From an optimization exercise on the open Yosys and OpenROAD flow, aimed at small area; shortcuts taken in it are not production practice.
Function was checked by simulation only, so behaviour that the tests miss may differ from the original.
Power and IR drop assume default switching activity.

===== flow/design.v =====
package dnsle_pkg;
  localparam int MAX_LABEL   = 62;
  localparam int STORE_DEPTH = 62;
  localparam int ADDR_W      = $clog2(STORE_DEPTH);
  localparam int CNT_W       = $clog2(MAX_LABEL + 1);
  localparam int BYTE_W      = 8;
  localparam int LEN_W       = 16;
  localparam logic [BYTE_W-1:0] DOT_CHAR  = 8'd46;
  localparam logic [BYTE_W-1:0] TERM_BYTE = 8'd0;
  typedef struct packed {
    logic              valid;
    logic [BYTE_W-1:0] byte_val;
    logic              last;
    logic [LEN_W-1:0]  enc_len;
    logic              ovf;
  } out_word_t;
endpackage
module dnsle_label_ram #(
  parameter int DEPTH  = 62,
  parameter int WIDTH  = 8,
  parameter int ADDR_W = $clog2(DEPTH)
) (
  input  logic              clk,
  input  logic              wr_en,
  input  logic [ADDR_W-1:0] wr_addr,
  input  logic [WIDTH-1:0]  wr_data,
  input  logic              rd_en,
  input  logic [ADDR_W-1:0] rd_addr,
  output logic [WIDTH-1:0]  rd_data
);
  logic [WIDTH-1:0] mem [DEPTH];
  logic [WIDTH-1:0] rd_data_r;
  always_ff @(posedge clk) begin
    if (wr_en) begin
      mem[wr_addr] <= wr_data;
    end
  end
  always_ff @(posedge clk) begin
    if (rd_en) begin
      rd_data_r <= mem[rd_addr];
    end
  end
  assign rd_data = rd_data_r;
endmodule
module dnsle_out_stage (
  input  logic                      clk,
  input  logic                      rst_n,
  input  dnsle_pkg::out_word_t      push,
  output logic                      can_push,
  output logic                      out_valid,
  input  logic                      out_ready,
  output logic [dnsle_pkg::BYTE_W-1:0] out_byte,
  output logic                      out_last_of_run,
  output logic [dnsle_pkg::LEN_W-1:0]  out_encoded_length,
  output logic                      out_label_overflow
);
  logic                         valid_r;
  logic [dnsle_pkg::BYTE_W-1:0] byte_r;
  logic                         last_r;
  logic [dnsle_pkg::LEN_W-1:0]  len_r;
  logic                         ovf_r;
  assign can_push = !valid_r || out_ready;
  always_ff @(posedge clk) begin
    if (!rst_n) begin
      valid_r <= 1'b0;
    end else if (push.valid && can_push) begin
      valid_r <= 1'b1;
    end else if (out_ready) begin
      valid_r <= 1'b0;
    end
  end
  always_ff @(posedge clk) begin
    if (push.valid && can_push) begin
      byte_r <= push.byte_val;
      last_r <= push.last;
      len_r  <= push.enc_len;
      ovf_r  <= push.ovf;
    end
  end
  assign out_valid          = valid_r;
  assign out_byte           = byte_r;
  assign out_last_of_run    = last_r;
  assign out_encoded_length = len_r;
  assign out_label_overflow = ovf_r;
endmodule
module dnsle_ctrl (
  input  logic                               clk,
  input  logic                               rst_n,
  input  logic                               in_valid,
  output logic                               in_ready,
  input  logic                               in_mode,
  input  logic [dnsle_pkg::BYTE_W-1:0]       in_char_code,
  output logic                               wr_en,
  output logic [dnsle_pkg::ADDR_W-1:0]       wr_addr,
  output logic [dnsle_pkg::BYTE_W-1:0]       wr_data,
  output logic                               rd_en,
  output logic [dnsle_pkg::ADDR_W-1:0]       rd_addr,
  input  logic [dnsle_pkg::BYTE_W-1:0]       rd_data,
  output dnsle_pkg::out_word_t               push,
  input  logic                               can_push
);
  typedef enum logic [1:0] {
    ST_IDLE,
    ST_FLUSH_LEN,
    ST_FLUSH_DATA,
    ST_TERM
  } state_t;
  localparam int CNT_W  = dnsle_pkg::CNT_W;
  localparam int ADDR_W = dnsle_pkg::ADDR_W;
  localparam int LEN_W  = dnsle_pkg::LEN_W;
  state_t                       state_r, state_nxt;
  logic [CNT_W-1:0]             count_r, count_nxt;
  logic [ADDR_W-1:0]            idx_r, idx_nxt;
  logic                         dot_r, dot_nxt;
  logic [LEN_W-1:0]             len_r, len_nxt;
  logic                         ovf_r, ovf_nxt;
  logic                         then_term_r, then_term_nxt;
  logic [dnsle_pkg::BYTE_W-1:0] char_r, char_nxt;
  logic                         apply_en;
  logic [dnsle_pkg::BYTE_W-1:0] apply_code;
  logic [CNT_W-1:0]             apply_cnt;
  logic                         flush_done;
  logic                         last_idx;
  logic [LEN_W:0]               len_inc;
  logic [LEN_W:0]               len_sum;
  logic [LEN_W-1:0]             len_sat;
  always_comb begin
    len_inc = (state_r == ST_TERM) ? (LEN_W+1)'(1) : (LEN_W+1)'(count_r) + (LEN_W+1)'(1);
    len_sum = {1'b0, len_r} + len_inc;
    len_sat = len_sum[LEN_W] ? {LEN_W{1'b1}} : len_sum[LEN_W-1:0];
  end
  assign last_idx = ((CNT_W'(idx_r) + CNT_W'(1)) == count_r);
  always_comb begin
    state_nxt     = state_r;
    count_nxt     = count_r;
    idx_nxt       = idx_r;
    dot_nxt       = dot_r;
    len_nxt       = len_r;
    ovf_nxt       = ovf_r;
    then_term_nxt = then_term_r;
    char_nxt      = char_r;
    in_ready      = 1'b0;
    push          = '0;
    rd_en         = 1'b0;
    rd_addr       = idx_r;
    wr_en         = 1'b0;
    wr_addr       = count_r[ADDR_W-1:0];
    wr_data       = in_char_code;
    apply_en      = 1'b0;
    apply_code    = in_char_code;
    apply_cnt     = count_r;
    flush_done    = 1'b0;
    case (state_r)
      ST_IDLE: begin
        in_ready = 1'b1;
        if (in_valid) begin
          if (in_mode) begin
            then_term_nxt = 1'b1;
            dot_nxt       = 1'b0;
            state_nxt     = (count_r != '0) ? ST_FLUSH_LEN : ST_TERM;
          end else if (dot_r) begin
            then_term_nxt = 1'b0;
            char_nxt      = in_char_code;
            dot_nxt       = 1'b0;
            state_nxt     = ST_FLUSH_LEN;
          end else begin
            apply_en = 1'b1;
          end
        end
      end
      ST_FLUSH_LEN: begin
        if (can_push) begin
          push.valid    = 1'b1;
          push.byte_val = dnsle_pkg::BYTE_W'(count_r);
          push.last     = (count_r == '0) && !then_term_r;
          push.ovf      = ovf_r;
          if (count_r == '0) begin
            flush_done = 1'b1;
          end else begin
            rd_en     = 1'b1;
            rd_addr   = '0;
            idx_nxt   = '0;
            state_nxt = ST_FLUSH_DATA;
          end
        end
      end
      ST_FLUSH_DATA: begin
        if (can_push) begin
          push.valid    = 1'b1;
          push.byte_val = rd_data;
          push.last     = last_idx && !then_term_r;
          push.ovf      = ovf_r;
          if (last_idx) begin
            flush_done = 1'b1;
          end else begin
            rd_en   = 1'b1;
            rd_addr = idx_r + ADDR_W'(1);
            idx_nxt = idx_r + ADDR_W'(1);
          end
        end
      end
      ST_TERM: begin
        if (can_push) begin
          push.valid    = 1'b1;
          push.byte_val = dnsle_pkg::TERM_BYTE;
          push.last     = 1'b1;
          push.enc_len  = len_sat;
          push.ovf      = ovf_r;
          count_nxt     = '0;
          dot_nxt       = 1'b0;
          len_nxt       = '0;
          ovf_nxt       = 1'b0;
          then_term_nxt = 1'b0;
          state_nxt     = ST_IDLE;
        end
      end
      default: begin
        state_nxt = ST_IDLE;
      end
    endcase
    if (flush_done) begin
      len_nxt   = len_sat;
      count_nxt = '0;
      apply_cnt = '0;
      if (then_term_r) begin
        state_nxt = ST_TERM;
      end else begin
        apply_en   = 1'b1;
        apply_code = char_r;
        state_nxt  = ST_IDLE;
      end
    end
    if (apply_en) begin
      if (apply_code == dnsle_pkg::DOT_CHAR) begin
        dot_nxt = 1'b1;
      end else if (apply_cnt < CNT_W'(dnsle_pkg::MAX_LABEL)) begin
        wr_en     = 1'b1;
        wr_addr   = apply_cnt[ADDR_W-1:0];
        wr_data   = apply_code;
        count_nxt = apply_cnt + CNT_W'(1);
      end else begin
        ovf_nxt = 1'b1;
      end
    end
  end
  always_ff @(posedge clk) begin
    if (!rst_n) begin
      state_r     <= ST_IDLE;
      count_r     <= '0;
      idx_r       <= '0;
      dot_r       <= 1'b0;
      len_r       <= '0;
      ovf_r       <= 1'b0;
      then_term_r <= 1'b0;
      char_r      <= '0;
    end else begin
      state_r     <= state_nxt;
      count_r     <= count_nxt;
      idx_r       <= idx_nxt;
      dot_r       <= dot_nxt;
      len_r       <= len_nxt;
      ovf_r       <= ovf_nxt;
      then_term_r <= then_term_nxt;
      char_r      <= char_nxt;
    end
  end
endmodule
module dns_name_label_encoder (
  input  logic        clk,
  input  logic        rst_n,
  input  logic        in_valid,
  output logic        in_ready,
  input  logic        in_mode,
  input  logic [7:0]  in_char_code,
  output logic        out_valid,
  input  logic        out_ready,
  output logic [7:0]  out_byte,
  output logic        out_last_of_run,
  output logic [15:0] out_encoded_length,
  output logic        out_label_overflow
);
  logic                               wr_en;
  logic [dnsle_pkg::ADDR_W-1:0]       wr_addr;
  logic [dnsle_pkg::BYTE_W-1:0]       wr_data;
  logic                               rd_en;
  logic [dnsle_pkg::ADDR_W-1:0]       rd_addr;
  logic [dnsle_pkg::BYTE_W-1:0]       rd_data;
  dnsle_pkg::out_word_t               push;
  logic                               can_push;
  dnsle_label_ram #(
    .DEPTH  (dnsle_pkg::STORE_DEPTH),
    .WIDTH  (dnsle_pkg::BYTE_W),
    .ADDR_W (dnsle_pkg::ADDR_W)
  ) u_ram (
    .clk     (clk),
    .wr_en   (wr_en),
    .wr_addr (wr_addr),
    .wr_data (wr_data),
    .rd_en   (rd_en),
    .rd_addr (rd_addr),
    .rd_data (rd_data)
  );
  dnsle_ctrl u_ctrl (
    .clk          (clk),
    .rst_n        (rst_n),
    .in_valid     (in_valid),
    .in_ready     (in_ready),
    .in_mode      (in_mode),
    .in_char_code (in_char_code),
    .wr_en        (wr_en),
    .wr_addr      (wr_addr),
    .wr_data      (wr_data),
    .rd_en        (rd_en),
    .rd_addr      (rd_addr),
    .rd_data      (rd_data),
    .push         (push),
    .can_push     (can_push)
  );
  dnsle_out_stage u_out (
    .clk                (clk),
    .rst_n              (rst_n),
    .push               (push),
    .can_push           (can_push),
    .out_valid          (out_valid),
    .out_ready          (out_ready),
    .out_byte           (out_byte),
    .out_last_of_run    (out_last_of_run),
    .out_encoded_length (out_encoded_length),
    .out_label_overflow (out_label_overflow)
  );
endmodule

===== flow/run.sh =====
#!/bin/bash
# synth_recipe.tcl (not shown) runs the flow's synth.tcl, then flattens the netlist and writes it again
# the make line also repeats each setting of config.mk as NAME=value (left out here)
make -C /OpenROAD-flow-scripts/flow DESIGN_CONFIG=/design/flow/config.mk WORK_HOME=/design/flow/orfs CLKGATE_MAP_FILE= SYNTH_SCRIPT=/design/flow/synth_recipe.tcl finish

===== flow/config.mk =====
export PLATFORM = sky130hd
export DESIGN_NAME = dns_name_label_encoder
export DESIGN_NICKNAME = dns_name_label_encoder
export VERILOG_FILES = /design/flow/design.v
export SDC_FILE = /design/flow/constraint.sdc
export NUM_CORES = 4
export LEC_CHECK = 0
export CAP_MARGIN = 20
export CORE_MARGIN = 2
export CORE_UTILIZATION = 40
export SLEW_MARGIN = 20

===== flow/constraint.sdc =====
create_clock -name core_clock -period 5.5 [get_ports {clk}]
set_input_delay 1.1000 -clock core_clock [delete_from_list [all_inputs] [get_ports {clk}]]
set_output_delay 1.1000 -clock core_clock [all_outputs]
set_load 0.01 [all_outputs]

==> reports/results.md <==
### Place
* 0.866 — Placer Congestion
* 40 — quantity of I/O buffers inserted on ports
* 40500 um — HPWL after detailed placement
* 25600 um2 — placed standard-cell area

### Route
* 62300 um — Final Routed Wirelength
* 23.1 um — Routed wire per std cell
* 0 — # DRC
* 15327 — DR vias
* 1649 — number of violations reported at the end of detailed-routing iteration 0
* 5 — detailed-router iteration count before antenna repair
* 5.69 — vias per cell
* 0 — Post-DRT Antenna Nets

### Die
* 248 um — Die X-Extent
* 248 um — chip height
* 61600 um2 — Die ar.
* 40.4% — effective utilization at floorplan
* 59000 um2 — core box area
* 89 — # rows
* 41 — number of top-level pins

### CTS
* 0.06 ns — clock-pin slew reported for the worst setup and hold paths after clock tree synthesis
* 572 — clock sink count
* clkbuf_16 — root cell of the clock tree
* 0 — quantity of hold-fixing buffers added after cts
* built — clock tree from TritonCTS
* 3 — clock buffer depth
* 0.64 ns — worst-skew pair later-pin latency
* 2 — H-tree Lvls
* 0 — Setup Buffers After CTS
* 0 — number of gates given a new drive strength after cts
* 59 — cts bufs inserted

### Power
* 441 nW/um2 — PwrDens
* 0.000394 V — worst vdd rail ir drop
* 0.0121 W — overall power of the completed layout
* 8.98 nW — Lkg Pwr

### Finish
* 5181 — Fillers
* 10.5% — fraction of final layout cells with drive strength greater than 1
* 0 — # diodes
* 1906 — NumNets Final
* 6630 um2 — total area of multi-input combinational cells
* 27500 um2 — post-layout instance area
* 16800 um2 — sequential cell area
* 15.2% — signed area change from the synthesized netlist to the final layout

### STA
* 4.86 ns — time the worst path needs with I/O delays and setup
* 0 — hold violation count in the final report
* 0 — final number of setup-violating endpoints
* false — unrepaired setup endpoints after global routing
* 0 ns — final setup TNS
* 0.943 ns — Worst-Margin Slew
* 88.3% — Final Cycle Share
* 36.9% — max_slew headroom
* 0 — total count of max-transition violations in the final report
* 206 MHz — maximum clock frequency
* 0.0340 ns — post-route clock skew
* 0.478 ns — Min Hold Slack

### Logic synthesis
* 0% — Synth async-reset ratio
* 3 — Yosys warning total
* 1810 — number of nets in the synthesized netlist
* 13.4 um2 — post-synthesis average cell area
* 1780 — synthesized instance count
* edfxtp_1 67%, mux2i_1 4.7%, nand2_1 4.6% — cell types occupying the most area after synthesis
* edfxtp_1 — most frequently used cell type in the post-synthesis netlist
* 23800 um2 — combined area of all synthesized cells
* 530 x edfxtp_1, 294 x nand2_1, 137 x nor2_1, 111 x mux2i_1, 91 x nand3_1 — ranking of synthesized cells by instance count
* edfxtp_1 — most used flip-flop cell after synthesis
* 70.3% — sequential-to-total area share from yosys stat
* 530 — number of synthesized flops with an enable pin
* edfxtp_1 — Yosys top cell by area
* 572 — number of storage elements in the synthesis netlist
* 66.8% — share of the synthesized area in the top cell type
* 79 — Cell variety after synth

### Outcome
* finished clean — outcome

### Critical path
* compound AO/OA/AOI/OAI gates — kind of cell adding the most delay to the critical path
* reg -> reg — CP Class
* 12 — critical path depth in cells
* flip-flop — category of the worst setup path launch point
* 10 — crit-path max FO
* flip-flop — Critical Path Sink Type
* 12 — path depth of the worst reg2reg path
* 1 — Worst Path Buf+Inv
* 0.77 ns — largest stage delay on the critical path
* nor2_1 — Slowest cell on crit path
* 5.10 ns — data arrival time of the critical path
* ha_1 -> nand3_1 -> o21a_1 -> a31oi_1 -> a31oi_4 -> a2111oi_4 -> buf_4 -> o21bai_4 -> nand2_4 -> a21oi_1 -> nand4_1 -> nor2_1 — cells along the critical path
* 5.74 ns — required time at the endpoint of the critical path

### Global routing
* 0 — remaining global-route overflow
* 94100 um — wire length of the first global-routing pass
* 15087 — number of global-route vias before repair
* 1 — antenna violations before repair
* 84 — maximum number of pins on one net before global-route repair
* 20.3% — total track usage

### Hold path
* 2 — Worst Hold Path Cells
* reg -> reg — Min-Delay Path Class

### Run
* 0 — number of max-capacitance violations reported

placed cells by master, fill, tap and decap left out, types with 17 or more instances in the layout:
| cell type | instances |
|---|---|
| nand2_1 | 294 |
| dfxtp_1 | 42 |
| and3_1 | 20 |
| edfxtp_1 | 530 |
| o21ai_0 | 54 |
| clkbuf_16 | 60 |
| a31oi_1 | 40 |
| nand3_1 | 91 |
| clkdlybuf4s50_1 | 40 |
| o22ai_1 | 28 |
| a221oi_1 | 40 |
| a22oi_1 | 17 |
| clkinv_1 | 17 |
| mux2i_1 | 111 |
| clkbuf_1 | 18 |
| buf_4 | 86 |
| nor2_1 | 134 |
| a21oi_1 | 53 |
power breakdown:
group	total [W]	switching (W)	internal [W]
sequential	0.00554	0.0000949	0.00544
clock	0.00396	0.00168	0.00228
combinational	0.00262	0.00186	0.000753
total	0.0121	0.00364	0.00848
layer usage:
metal  wire (um)  global-route usage [%]
met2       29500                    33.0
met1       27100                    28.3
met5           0                       0
met3        4150                    3.04
met4        1540                    6.43
flip-flops by register name (all words and copies together), names as in the netlist, 2 cells and up:
register	flops
u_ctrl.idx_r	6
u_ctrl.len_r	16
u_ram.rd_data_r	8
u_out.byte_r	8
u_ram.mem	496
u_ctrl.state_r	2
u_ctrl.char_r	8
u_ctrl.count_r	6
u_out.len_r	16
cell type report:
type                            instances  share of cell area (%)
Timing Repair Buffer                  131                    4.17
Inverter                               18                   0.246
Sequential cell                       572                    61.0
Multi-Input combinational cell       1094                    24.1
Clock buffer                           78                    5.71
Clock inverter                         29                    1.18
Tap cell                              773                    3.52
metrics by stage:
stage / utilization (%) / setup slack (ns) / cells
floorplan: - / 1.41 / 1780
global placement: 43.3 / 0.408 / 2588
detailed placement: 43.3 / 0.380 / 2588
CTS: 46.5 / 0.719 / 2695
global route: 46.5 / 0.383 / 2695
finish: 46.5 / 0.642 / 2695
tightest hold or removal path, stage by stage, from the launching register on:
cell and delay (ns):
dfxtp_1 0.31, nand3_1 0.06, a21oi_1 0.06
logic make-up (layout without fill, tap and decap cells):
| logic type | count (synthesis) | count (layout) | share of synthesized area (%) |
|---|---|---|---|
| xor gates and xnor gates | 20 | 20 | 0.735 |
| DFF | 572 | 572 | 70.3 |
| and+or+nand+nor | 629 | 629 | 11.8 |
| buffers and inverters | 114 | 256 | 2.08 |
| AOI/OAI and AO/OA | 309 | 309 | 9.09 |
| adders and majority gates | 17 | 17 | 0.924 |
| muxes | 119 | 119 | 5.04 |
worst paths after layout:
path                                              startpoint                           end  slack (ns)
worst min register to register  u_ctrl.len_r[5]$_SDFFE_PN0P_  u_ctrl.len_r[5]$_SDFFE_PN0P_        0.48
worst max-delay path              u_ctrl.idx_r[1]$_SDFF_PN0_    u_ram.mem[54][5]$_DFFE_PP_        0.64
worst max register to register    u_ctrl.idx_r[1]$_SDFF_PN0_    u_ram.mem[54][5]$_DFFE_PP_        0.64
worst min-delay path            u_ctrl.len_r[5]$_SDFFE_PN0P_  u_ctrl.len_r[5]$_SDFFE_PN0P_        0.48

re-timing with driven ports:
In the flow no input, the clock included, has a driving cell. The finished layout below was timed again as built, in two steps.
Step 1: set_driving_cell puts a clkbuf_16 on clk and a buf_2 on each other input, an assumption about the parent block.
Step 2, shift: input delay + t, output delay - t, t = (earliest + latest rising clock arrival at the registers) / 2. This alone moves slack from input paths to output paths.
a / b / c = ideal ports / drivers / drivers and shift; a / b = the first two.
shift t [ns]: 0.685
setup slack, ns: 0.642 / 0.642 / 0.289
worst setup path after step 2: input to register
latest minus earliest clock arrival (ns): 0.035 / 0.034
After both steps setup and hold are still met in this run. For this run, drivers alone change the setup slack by 0.000 ns; drivers and shift together by -0.353 ns.
